This is an optimization exercise on Yosys and OpenROAD, whose aim is small area, a short achievable clock period and few clock cycles per item, not a production implementation. The RTL was checked by simulation tests, not by an equivalence proof against the original design. No activity file was given, so power comes from the tool's default toggle rates.

## flow/design.v (module list and top-level ports; edited modules follow where they fit)
// module conv_requant_packer: 1614 lines
// module rq_fa: 4 lines
// module rq_ha: 4 lines
module conv_requant_packer #(
  parameter int DATA_WIDTH = 8,
  parameter int ACC_WIDTH  = 32,
  parameter int BUS_WIDTH  = 128,
  parameter int ADDR_WIDTH = 18
) (
  input  logic                  clk,
  input  logic                  rst,
  input  logic                  start,
  input  logic [ADDR_WIDTH-1:0] cfg_base_addr,
  input  logic [15:0]           cfg_scale,
  input  logic [4:0]            cfg_shift,
  input  logic [1:0]            cfg_act_mode,
  input  logic [DATA_WIDTH-1:0] cfg_clip_max,
  output logic                  busy,
  output logic                  done,
  input  logic                  in_valid,
  output logic                  in_ready,
  input  logic [ACC_WIDTH-1:0]  in_acc,
  input  logic [ACC_WIDTH-1:0]  in_bias,
  input  logic                  in_last,
  output logic                  out_valid,
  input  logic                  out_ready,
  output logic [ADDR_WIDTH-1:0] out_addr,
  output logic [BUS_WIDTH-1:0]  out_data,
  output logic                  out_last,
  output logic [15:0]           sat_count
);
  // ...
==> flow/flow/run.sh <==
#!/bin/bash
set -euo pipefail
export BUFFER_PORTS_ARGS="-buffer_cell sky130_fd_sc_hd__buf_1"
bash standard.sh "BUFFER_PORTS_ARGS=$BUFFER_PORTS_ARGS" finish > flow_make.log 2>&1
==> flow/standard.sh <==
#!/bin/bash
# synth_recipe.tcl (not shown) runs the flow's synth.tcl, then flattens the netlist and writes it again
# the make line also repeats each setting of config.mk as NAME=value (left out here)
make -C /OpenROAD-flow-scripts/flow DESIGN_CONFIG=/design/flow/config.mk WORK_HOME=/design/flow/orfs CLKGATE_MAP_FILE= SYNTH_SCRIPT=/design/flow/synth_recipe.tcl "${@:-finish}"
==> flow/config.mk <==
export PLATFORM = sky130hd
export DESIGN_NAME = conv_requant_packer
export DESIGN_NICKNAME = conv_requant_packer
export VERILOG_FILES = /design/flow/design.v
export SDC_FILE = /design/flow/constraint.sdc
export NUM_CORES = 4
export LEC_CHECK = 0
export ABC_AREA = 1
export CAP_MARGIN = 20
export CORE_MARGIN = 2
export CORE_UTILIZATION = 40
export GPL_ROUTABILITY_DRIVEN = 0
export SETUP_SLACK_MARGIN = 4.0
export SLEW_MARGIN = 20
export SYNTH_HIERARCHICAL = 1
export SYNTH_MINIMUM_KEEP_SIZE = 0
==> flow/constraint.sdc <==
create_clock -name core_clock -period 7.5 [get_ports {clk}]
set_input_delay 1.5000 -clock core_clock [delete_from_list [all_inputs] [get_ports {clk}]]
set_output_delay 1.5000 -clock core_clock [all_outputs]
set_load 0.01 [all_outputs]
==> reports/results.txt, run 1 <==
Signal inverters - 193
Total power density per cell area - 458 nW/um^2
Area fraction in compound gates after synthesis - 9.64%
Share of the clock period used by the worst path - 47.3%
Static Leak - 0.0133 uW
Buf/Inv on CP - 1
Sequential power share - 22.6%
Final setup vio count - 0
Internal power - 8430 uW
Clock insertion delay at the later pin of the skew report - 590 ps
Most frequently used cell type in the post-synthesis netlist - sky130_fd_sc_hd__nand2_1
XOR/XNOR Fraction of Synth Area - 10.4%
Top routing layer used - met5
Outcome - timing/DRC/antenna clean
Largest buffer count on any clock path - 3
CTS Hold Buffers Added - 0
Multi-input logic portion of the cell area - 50.3%
Syn_area_per_cell - 10.4 um^2
Clock tree from TritonCTS - yes
Largest net degree at the start of global routing - 77
Portion of total power attributed to the clock network - 12.7%
Met1 WL - 29900 um
Via count of the first global-routing pass - 21200
Proportion of synthesized flip-flops having asynchronous set or reset - 0%
Met3 track demand over resource in global routing - 3.86%
# diodes - 1
Combinational share of power - 64.7%
Testbench counts, summed over its fixed seeds: cycles 9,487, items 9,247.
==> run 2: changes to the inputs <==
--- a/flow/design.v
+++ b/flow/design.v
@@ -1527,23 +1527,16 @@
     if (cfg_mode_q == 2'b01 || cfg_mode_q == 2'b10) begin
       if (q_val[7]) act_val = '0;
       if (cfg_mode_q == 2'b10 && act_val > cfg_clip_q) act_val = cfg_clip_q;
     end
   end
   assign wr        = s3_valid_q & adv;
   assign word_done = (idx_q == IDX_W'(LANES - 1)) | s3_last_q;
   assign zbyte     = (idx_q == '0) ? 8'd0 : act_val;
-  logic [ADDR_WIDTH-1:0] addr_inc;
-  logic [ADDR_WIDTH:0]   addr_c;
-  assign addr_c[0] = 1'b1;
-  for (genvar i = 0; i < ADDR_WIDTH; i++) begin : g_addr_inc
-    assign addr_inc[i] = addr_q[i] ^ addr_c[i];
-    assign addr_c[i+1] = addr_q[i] & addr_c[i];
-  end
   always_ff @(posedge clk) begin
     if (rst) begin
       busy_q      <= 1'b0;
       run_q       <= 1'b0;
       s1_valid_q  <= 1'b0;
       s2_valid_q  <= 1'b0;
       s3_valid_q  <= 1'b0;
       out_valid_q <= 1'b0;
@@ -1574,17 +1567,17 @@
       cfg_twon_q  <= ~enc_two;
       cfg_neg_q   <= enc_neg;
       cfg_top_q   <= cfg_scale[15];
       cfg_shift_q <= cfg_shift;
       cfg_mode_q  <= cfg_act_mode;
       cfg_clip_q  <= cfg_clip_max;
     end
     if (start_ok)    addr_q <= cfg_base_addr;
-    else if (out_hs) addr_q <= addr_inc;
+    else if (out_hs) addr_q <= addr_q + ADDR_WIDTH'(1);
     if (adv) begin
       s1_bn_q   <= ~acc_sat;
       s1_last_q <= in_last;
       s2_a_q    <= ma;
       s2_c_q    <= mb;
       s2_last_q <= s1_last_q;
       s3_t_q    <= t10;
       s3_hi_q   <= hi_ok;
@@ -1593,27 +1586,21 @@
     end
     if (wr && word_done) out_last_q <= s3_last_q;
     if (wr && idx_q == '0) word_q[DATA_WIDTH-1:0] <= act_val;
     for (int l = 1; l < LANES; l++) begin
       if (wr && (idx_q == IDX_W'(l) || idx_q == '0))
         word_q[l*DATA_WIDTH +: DATA_WIDTH] <= zbyte;
     end
   end
-  logic [15:0] sat_cnt_q, sat_inc;
-  logic [16:0] sat_c;
-  assign sat_c[0] = 1'b1;
-  for (genvar i = 0; i < 16; i++) begin : g_sat_inc
-    assign sat_inc[i]  = sat_cnt_q[i] ^ sat_c[i];
-    assign sat_c[i+1]  = sat_cnt_q[i] & sat_c[i];
-  end
+  logic [15:0] sat_cnt_q;
   always_ff @(posedge clk) begin
     if (rst)                                          sat_cnt_q <= '0;
     else if (start_ok)                                sat_cnt_q <= '0;
-    else if (wr && sat && !sat_c[16]) sat_cnt_q <= sat_inc;   
+    else if (wr && sat && sat_cnt_q != 16'hFFFF) sat_cnt_q <= sat_cnt_q + 16'd1;
   end
   assign sat_count = sat_cnt_q;
 endmodule
 module rq_fa (input logic a, b, c, output logic s, co);
   assign s  = a ^ b ^ c;
   assign co = (a & b) | (a & c) | (b & c);
 endmodule
 module rq_ha (input logic a, b, output logic s, co);
--- a/flow/config.mk
+++ b/flow/config.mk
@@ -5,12 +5,12 @@
 export SDC_FILE = /design/flow/constraint.sdc
 export NUM_CORES = 4
 export LEC_CHECK = 0
 export ABC_AREA = 1
 export CAP_MARGIN = 20
 export CORE_MARGIN = 2
 export CORE_UTILIZATION = 40
 export GPL_ROUTABILITY_DRIVEN = 0
-export SETUP_SLACK_MARGIN = 4.0
+export SETUP_SLACK_MARGIN = 3.9
 export SLEW_MARGIN = 20
 export SYNTH_HIERARCHICAL = 1
 export SYNTH_MINIMUM_KEEP_SIZE = 0
==> run 2 against run 1 <==
  * Highest routed layer is now met4
  * Sequential power is 3% higher
  * Register-to-register slack got worse by 50 ps
  * Critical path type unchanged
  * Utilization fell by 1.1 points
==> reports/results.txt, run 2 <==
Avg Vias per Cell - 5.49
TNS Setup - 0 ps
Share of layout cells above drive strength 1 - 13.1%
Number of enable flip-flop cells after synthesis - 328
Source of the worst hold timing path - s2_last_q
Ys flop type - sky130_fd_sc_hd__edfxtp_1
Detailed-route via count - 21200
Biggest cell delay along the critical path - 800 ps
Largest net degree at the start of global routing - 76 (-1.3%)
Number of nets at the end of the flow - 3429
Proportion of synthesized flip-flops having asynchronous set or reset - 0% (unchanged)
Number of storage elements in the synthesis netlist - 354
Synth Instances - 2675
Setup repair after global routing missed its margin - yes
Clock skew after layout - 26.7 ps
Via count of the first global-routing pass - 21200 (-0.35%)
Commonest non-fill, non-tap cells in the layout - 387 x sky130_fd_sc_hd__nand2_1, 328 x sky130_fd_sc_hd__edfxtp_1, 292 x sky130_fd_sc_hd__xor2_1
CORE AREA - 67300 um^2
Cell Area, Synth - 27300 um^2
Highest clock rate - 278 MHz
Total power density per cell area - 454 nW/um^2 (-0.78%)
Cell-by-cell trace of the critical path - buf_6 -> o22ai_1 -> xor2_1 -> fa_1 -> fa_1 -> fa_1 -> fa_1
Clock-pin slew reported for the worst setup and hold paths after clock tree synthesis - 60 ps
Critical path type - reg2reg
Post-route DRC violation count - 0
Max Cap Viol - 0
Antenna violations before repair - 0
TritonCTS buffer count - 43
Max Transition Viols Final - 0
Area fraction of the dominant cell type after synthesis - 36.1%
Starting utilization of the core area - 40.5%
Portion of the post-synthesis area used by sequential elements - 38.0%
Max H-tree Level - 2
Type of the most critical hold path - reg2reg
Placed cell count - 3675
Leftover overflow at the end of global routing - 0
Endpoint kind of the worst setup timing path - flip-flop
Critical path launch point - cfg_twon_q[7]
Arrival time of data at the critical path endpoint - 3920 ps
Number of sinks handled by clock tree synthesis - 354
Drt first pass iters - 8
Static Leak - 0.0130 uW (-2.3%)
HPWL after DPL - 51300 um
Sort of element at the start of the critical path - flip-flop
Registers with the most flip-flops - word_q: 128 flops, s2_a_q: 48 flops, s2_c_q: 47 flops
Most repeated library cell on the critical path - sky130_fd_sc_hd__fa_1
Outcome - timing/DRC/antenna clean
Initial drt markers - 1712
Transition time at the pin with the least slew margin - 1010 ps
Clock tree root buffer cell - sky130_fd_sc_hd__clkbuf_16
Clock tree from TritonCTS - yes
Worst vdd rail ir drop - 0.217 mV
Max reg flops - 128
Most instantiated cells after synthesis - 424 x sky130_fd_sc_hd__nand2_1, 328 x sky130_fd_sc_hd__edfxtp_1, 294 x sky130_fd_sc_hd__xor2_1
Vert. Die Dim - 265 um
WL final - 74300 um
Hold violation count in the final report - 0
Clock insertion delay at the later pin of the skew report - 590 ps (about the same)
Footprint of the multi-input gates - 16200 um^2
Startpoint of the most critical register-to-register path - cfg_twon_q[7]
# diodes - 0 (-1)
Routed wirelength normalized by instance count - 19.3 um
Overall global routing resource usage - 20.3%
Buf/Inv on CP - 1 (unchanged)
Most frequently used cell type in the post-synthesis netlist - sky130_fd_sc_hd__nand2_1
Antenna-violating nets left - 0
Post-route cell area - 32200 um^2
Syn_area_per_cell - 10.2 um^2 (-1.5%)
Die ar. - 70300 um^2
Top Family by Delay on Critical Path - adder cells
Number of port buffers - 285
Count of boundary I/O pins - 286
Worst Path Required - 7830 ps
Minimum period implied by the final worst setup slack - 3590 ps
CP max stage cell - sky130_fd_sc_hd__edfxtp_1
Global-route wire length before repair - 115000 um
Yosys top cell by area - sky130_fd_sc_hd__edfxtp_1
Largest buffer count on any clock path - 3 (unchanged)
Synth Net Count - 3156
Yosys warns - 7
Area Growth Syn to Fin - 18.1%
Share of the clock period used by the worst path - 47.9% (+0.60 points)
Die W - 265 um
Cell variety after synth - 53
Most frequent standard cell in the layout excluding fill and tap cells - sky130_fd_sc_hd__nand2_1
Main area contributors after synthesis - sky130_fd_sc_hd__edfxtp_1 36%, sky130_fd_sc_hd__fa_1 18%, sky130_fd_sc_hd__xor2_1 9.4%
# rows - 95
Cell area reported after detailed placement - 29100 um^2
Peak fanout along the critical path - 17
Non-filler instance count after layout - 3855
Largest reg by FF count - word_q
FF/Latch Area - 10400 um^2
Fill cell total of the finished layout - 6150
Final setup vio count - 0 (unchanged)
Worst rel slew slack - 32.4%
[run 2: cell types whose count changed after synthesis, sizes merged, moves of 6 or more]
cell | previous run | this run
ha | 152 | 123
o21ai | 55 | 80
nand3 | 101 | 125
xnor2 | 32 | 47
inv | 187 | 200
nand2 | 449 | 437
nor2 | 133 | 141
nand4 | 10 | 16
xor2 | 288 | 294
[run 2: power breakdown]
part	internal (uW)	switching (uW)
Clock	1260	857
Combinational	3950	5070
Sequential	3100	387
Total	8310	6310
[run 2: final cells by class]
type,instances,area share [%]
tap,873,3.39
clock buffer,54,3.53
inverter,203,2.40
clock inverter,25,0.940
timing repair buffer,414,7.21
sequential,354,32.2
multi-input combinational,1932,50.3
[run 2: through the flow]
stage	power, uW	hold slack (ps)	utilization [%]	worst slack, ps
2_1_floorplan	9140	400	-	2500
3_3_place_gp	11100	415	43.1	3030
3_5_place_dp	11400	418	43.2	3220
4_1_cts	13700	438	45.8	3900
5_1_grt	16000	436	47.9	3750
6_report	14600	429	47.9	3910
[run 2: what timing repair did]
action	4_1_cts	5_1_grt
setup endpoints to repair	178	163
gates resized for setup	30	144
hold buffers	0	0
buffers inserted	13	82
gates cloned	0	6
pin swaps	7	55
[run 2: logic make-up (layout without fill, tap and decap cells)]
family,Yosys count,in the layout,share of synthesized area (%)
buf+inv,393,696,5.67
simple gates,751,755,11.7
compound gates,467,467,10.2
fa+ha+maj,362,362,23.2
flops,354,354,38.0
xor+xnor,341,341,11.0
mux,7,7,0.280
[run 2: metal layers]
metal / vias to the layer above / share of wire (%) / global-route usage [%] / routed length (um)
li1: 9686 / - / - / -
met1: 10300 / 42 / 26.6 / 30900
met2: 1003 / 48 / 34.2 / 35500
met3: 170 / 8.0 / 4.24 / 5950
met4: 0 / 2.6 / 5.74 / 1950
met5: - / 0 / 0 / 0
[run 2: modules after synthesis (local to each module, per instance)]
module               cells inside  area (um^2)
conv_requant_packer          2444        22800
rq_fa                           1         20.0
rq_ha                           1         12.5
[run 2: path summary, 6_finish.rpt]
path           endpoint  slack [ps]  cells after the start
min reg2reg   s3_last_q         430                      0
min           s3_last_q         430                      0
max reg2reg  s2_c_q[19]        3910                      7
max          s2_c_q[19]        3910                      7
Testbench counts of run 2, summed over its fixed seeds: cycles 9,487, items 9,247.
==> run 3: changes to the inputs <==
--- a/flow/config.mk
+++ b/flow/config.mk
@@ -11,5 +11,5 @@
 export CORE_UTILIZATION = 40
 export GPL_ROUTABILITY_DRIVEN = 0
-export SETUP_SLACK_MARGIN = 3.9
+export SETUP_SLACK_MARGIN = 4.0
 export SLEW_MARGIN = 20
 export SYNTH_HIERARCHICAL = 1
==> run 3 against run 2 <==
  * Still clean on timing, DRC and antenna
  * Die area unchanged
  * Clock skew down 0.50 ps
  * Hold slack worse by 9.1 ps
  * Critical endpoint is now s3_hi_q
==> reports/results.txt, run 3 <==
Antenna-violating nets left - 0 (unchanged)
WL final - 77200 um (+3.9%)
Worst Path Required - 7830 ps (about the same)
Worst vdd rail ir drop - 0.243 mV (+12%)
TritonCTS buffer count - 42 (-2.3%)
Fill cell total of the finished layout - 6069 (-1.3%)
Yosys warns - 7 (unchanged)
Most instantiated cells after synthesis - 424 x sky130_fd_sc_hd__nand2_1, 328 x sky130_fd_sc_hd__edfxtp_1, 294 x sky130_fd_sc_hd__xor2_1
Number of nets at the end of the flow - 3462 (+0.96%)
Largest reg by FF count - word_q
Overall global routing resource usage - 21.2% (+0.83 points)
Cell area reported after detailed placement - 29100 um^2 (about the same)
Post-route DRC violation count - 0 (unchanged)
Hold violation count in the final report - 0 (unchanged)
Footprint of the multi-input gates - 16300 um^2 (+0.77%)
Antenna violations before repair - 4 (+4)
Post-route cell area - 32800 um^2 (+1.7%)
Switching power of the nets - 6640 uW (+5.2%)
Startpoint of the most critical register-to-register path - s2_a_q[11]
Largest net degree at the start of global routing - 85 (+12%)
Clock-pin slew reported for the worst setup and hold paths after clock tree synthesis - 60 ps (about the same)
Global-route wire length before repair - 119000 um (+3.7%)
Switching fraction of total power - 43.7% (+0.51 points)
Clock tree from TritonCTS - yes
Portion of the post-synthesis area used by sequential elements - 38.0% (unchanged)
Starting utilization of the core area - 40.5% (unchanged)
Reg-to-Reg End - s3_hi_q
Register-to-register path setup slack - 3930 ps (+20 ps)
Synth Instances - 2675 (unchanged)
Arrival time of data at the critical path endpoint - 3910 ps (about the same)
Detailed-route via count - 21400 (+1.2%)
TNS Setup - 0 ps (unchanged)
Critical path launch point - s2_a_q[11]
Combinational share of power - 64.1% (+2.4 points)
Area fraction of the dominant cell type after synthesis - 36.1% (unchanged)
Cell variety after synth - 53 (unchanged)
Max Transition Viols Final - 0 (unchanged)
Max reg flops - 128 (unchanged)
Sort of element at the start of the critical path - flip-flop
Largest buffer count on any clock path - 3 (unchanged)
Synth Net Count - 3156 (unchanged)
CTS Hold Buffers Added - 0 (unchanged)
Sequential power share - 22.1% (-1.8 points)
Avg Vias per Cell - 5.50 (+0.27%)
# rows - 95 (unchanged)
Internal power - 8560 uW (+3.0%)
Registers with the most flip-flops - word_q: 128 flops, s2_a_q: 48 flops, s2_c_q: 47 flops
Static Leak - 0.0132 uW (+1.7%)
Vert. Die Dim - 265 um (unchanged)
Yosys top cell by area - sky130_fd_sc_hd__edfxtp_1
Share of the clock period used by the worst path - 47.7% (-0.21 points)
Number of port buffers - 285 (unchanged)
Syn_area_per_cell - 10.2 um^2 (unchanged)
Routed wirelength normalized by instance count - 19.8 um (+3.0%)
Pre-CTS setup slack - 3250 ps (+29.8 ps)
Max Cap Viol - 0 (unchanged)
Minimum period implied by the final worst setup slack - 3570 ps (-16.1 ps)
Endpoint kind of the worst setup timing path - flip-flop
Number of sinks handled by clock tree synthesis - 354 (unchanged)
Portion of total power attributed to the clock network - 13.8% (-0.7 points)
Clock insertion delay at the later pin of the skew report - 600 ps (about the same)
Main area contributors after synthesis - sky130_fd_sc_hd__edfxtp_1 36%, sky130_fd_sc_hd__fa_1 18%, sky130_fd_sc_hd__xor2_1 9.4%
Drt first pass iters - 6 (-2)
Area Growth Syn to Fin - 20.2%
Worst rel slew slack - 36.5% (+4.1 points)
Initial drt markers - 1976 (+15%)
Cell Area, Synth - 27300 um^2 (unchanged)
Final worst-path setup slack - 3930 ps (+16.1 ps)
Transition time at the pin with the least slew margin - 945 ps (-69.1 ps)
Die W - 265 um (unchanged)
Final setup vio count - 0 (unchanged)
Setup repair after global routing missed its margin - yes
Most frequent standard cell in the layout excluding fill and tap cells - sky130_fd_sc_hd__nand2_1
Commonest non-fill, non-tap cells in the layout - 382 x sky130_fd_sc_hd__nand2_1, 328 x sky130_fd_sc_hd__edfxtp_1, 291 x sky130_fd_sc_hd__xor2_1
Most frequently used cell type in the post-synthesis netlist - sky130_fd_sc_hd__nand2_1
Proportion of synthesized flip-flops having asynchronous set or reset - 0% (unchanged)
Max H-tree Level - 2 (unchanged)
HPWL after DPL - 50800 um (-1.1%)
R2R cell count - 20 (+13)
Number of storage elements in the synthesis netlist - 354 (unchanged)
Minimum hold slack - 420 ps (-9.13 ps)
Type of the most critical hold path - reg2reg
Leftover overflow at the end of global routing - 0 (unchanged)
Non-filler instance count after layout - 3889 (+0.88%)
Ys flop type - sky130_fd_sc_hd__edfxtp_1
Total power density per cell area - 464 nW/um^2 (+2.2%)
Clock skew after layout - 26.2 ps (-0.501 ps)
Number of enable flip-flop cells after synthesis - 328 (unchanged)
Count of boundary I/O pins - 286 (unchanged)
Peak fanout along the critical path - 4 (-13)
Highest clock rate - 280 MHz (+0.45%)
Placed cell count - 3678 (+0.082%)
Clock tree root buffer cell - sky130_fd_sc_hd__clkbuf_16
Die ar. - 70300 um^2 (unchanged)
Outcome - timing/DRC/antenna clean
Via count of the first global-routing pass - 21700 (+2.5%)
FF/Latch Area - 10400 um^2 (unchanged)
Share of layout cells above drive strength 1 - 14.5% (+1.4 points)
End point of the critical path - s3_hi_q
Critical path type - reg2reg
CORE AREA - 67300 um^2 (unchanged)
-- run 3: cell types whose count changed in the layout (fill, tap and decap cells not counted), moves of 7 or more --
cell,previous run,this run
sky130_fd_sc_hd__buf_4,100,119
sky130_fd_sc_hd__buf_12,20,27
sky130_fd_sc_hd__ha_4,11,18
sky130_fd_sc_hd__o21ai_1,12,19
sky130_fd_sc_hd__buf_6,5,15
-- run 3: cell families after synthesis --
group,synth area share (%)
buffers and inverters,5.67
flip-flops,38.0
adder cells (fa/ha/maj),23.2
AND/OR/NAND/NOR,11.7
AO/OA/AOI/OAI,10.2
XOR/XNOR,11.0
multiplexers,0.280
-- run 3: worst max-delay path, cell delays in order, from the launching register on --
cell                       delay [ps]
sky130_fd_sc_hd__edfxtp_1         420
sky130_fd_sc_hd__ha_4             260
sky130_fd_sc_hd__buf_4            140
sky130_fd_sc_hd__a21oi_4          120
sky130_fd_sc_hd__nand2_2           80
sky130_fd_sc_hd__a21oi_2          180
sky130_fd_sc_hd__nand2_4          110
sky130_fd_sc_hd__a21oi_4          190
sky130_fd_sc_hd__o21bai_1         100
sky130_fd_sc_hd__a31oi_1          240
sky130_fd_sc_hd__fa_1             510
sky130_fd_sc_hd__nand2_2          110
sky130_fd_sc_hd__nand3_2          120
sky130_fd_sc_hd__nand3_2          140
sky130_fd_sc_hd__nand3_2          100
sky130_fd_sc_hd__nand2_2          100
sky130_fd_sc_hd__nand2_2           60
sky130_fd_sc_hd__a21oi_2          160
sky130_fd_sc_hd__a21oi_2           40
sky130_fd_sc_hd__nand2_1           80
sky130_fd_sc_hd__nor2_1            40
-- run 3: how the worst min path moves through the flow --
stage               from        end  slack (ps)  cells after the start
6_report       s1_last_q  s2_last_q         420                      0
5_1_grt        s2_last_q  s3_last_q         420                      0
4_1_cts        s2_last_q  s3_last_q         420                      0
3_5_place_dp   s1_last_q  s2_last_q         410                      0
3_3_place_gp   s1_last_q  s2_last_q         400                      0
2_1_floorplan  s1_last_q  s2_last_q         400                      0
-- run 3: modules after synthesis, one instance, submodules excluded --
| module | cells | flops+latches |
|---|---|---|
| rq_fa | 1 | 0 |
| conv_requant_packer | 2444 | 354 |
| rq_ha | 1 | 0 |
-- run 3: power by group through the flow --
stage / Combinational, uW / Sequential (uW) / Clock (uW)
after global placement: 8070 / 3600 / 0
after detailed placement: 8280 / 3620 / 0
after floorplan: 5880 / 3260 / 0
after CTS: 8920 / 3480 / 2150
after global routing: 10900 / 3400 / 2230
final: 9740 / 3360 / 2100
-- run 3: final cells by class --
type | count | share of cell area [%]
Clock inverter | 18 | 0.775
Tap cell | 873 | 3.33
Multi-Input combinational cell | 1931 | 49.8
Inverter | 203 | 2.35
Timing Repair Buffer | 449 | 8.40
Sequential cell | 354 | 31.7
Clock buffer | 58 | 3.61
Antenna cell | 3 | 0.0229
-- run 3: timing repair --
action / CTS / global route
gates resized for setup: 73 / 141
setup endpoints to repair: 182 / 177
pin swaps: 25 / 60
buffers inserted: 58 / 66
cloned: 0 / 8
-- run 3: through the flow --
step	total power, uW	utilization, %
6_report	15200	48.7
5_1_grt	16500	48.7
4_1_cts	14500	46.8
3_5_place_dp	11900	43.2
3_3_place_gp	11700	43.2
2_1_floorplan	9140	-
-- run 3: metal layers --
metal,up-vias,global-route usage (%),share of wire (%)
met2,1095,35.8,49
met3,176,4.14,8.3
met1,10400,27.4,40
met4,0,6.64,2.9
met5,-,0,0
li1,9711,-,-

==> what the ideal ports hide <==
Ports are ideal in the flow. The routed layouts listed here were re-timed in OpenROAD.
Step 1 (the two cells are an assumption about what drives the block):
set clk [get_ports {clk}]
set_driving_cell -lib_cell sky130_fd_sc_hd__clkbuf_16 $clk
set_driving_cell -lib_cell sky130_fd_sc_hd__buf_2 [delete_from_list [all_inputs] $clk]
Step 2, shift: input delay + t, output delay - t, t = (earliest + latest rising clock arrival at the registers) / 2. This alone moves slack from input paths to output paths.
Three values: ideal, step 1, step 2; two values: the first two.
run | shift t [ns] | setup WS [ns] | hold slack, ns | latest minus earliest clock arrival (ns) | worst slew at a driven data input, ns
run 1 | 0.632 | 3.954 / 3.954 / 3.608 | 0.420 / 0.420 / 0.420 | 0.032 / 0.032 | 0.08
run 2 | 0.636 | 3.909 / 3.909 / 3.551 | 0.429 / 0.429 / 0.429 | 0.028 / 0.028 | 0.07
run 3 | 0.645 | 3.925 / 3.925 / 3.592 | 0.420 / 0.420 / 0.420 | 0.027 / 0.027 | 0.08
After both steps every run listed still meets setup and hold. The setup slack of run 2, which loses most, moves by 0.000 ns with the drivers and by -0.358 ns with both steps.
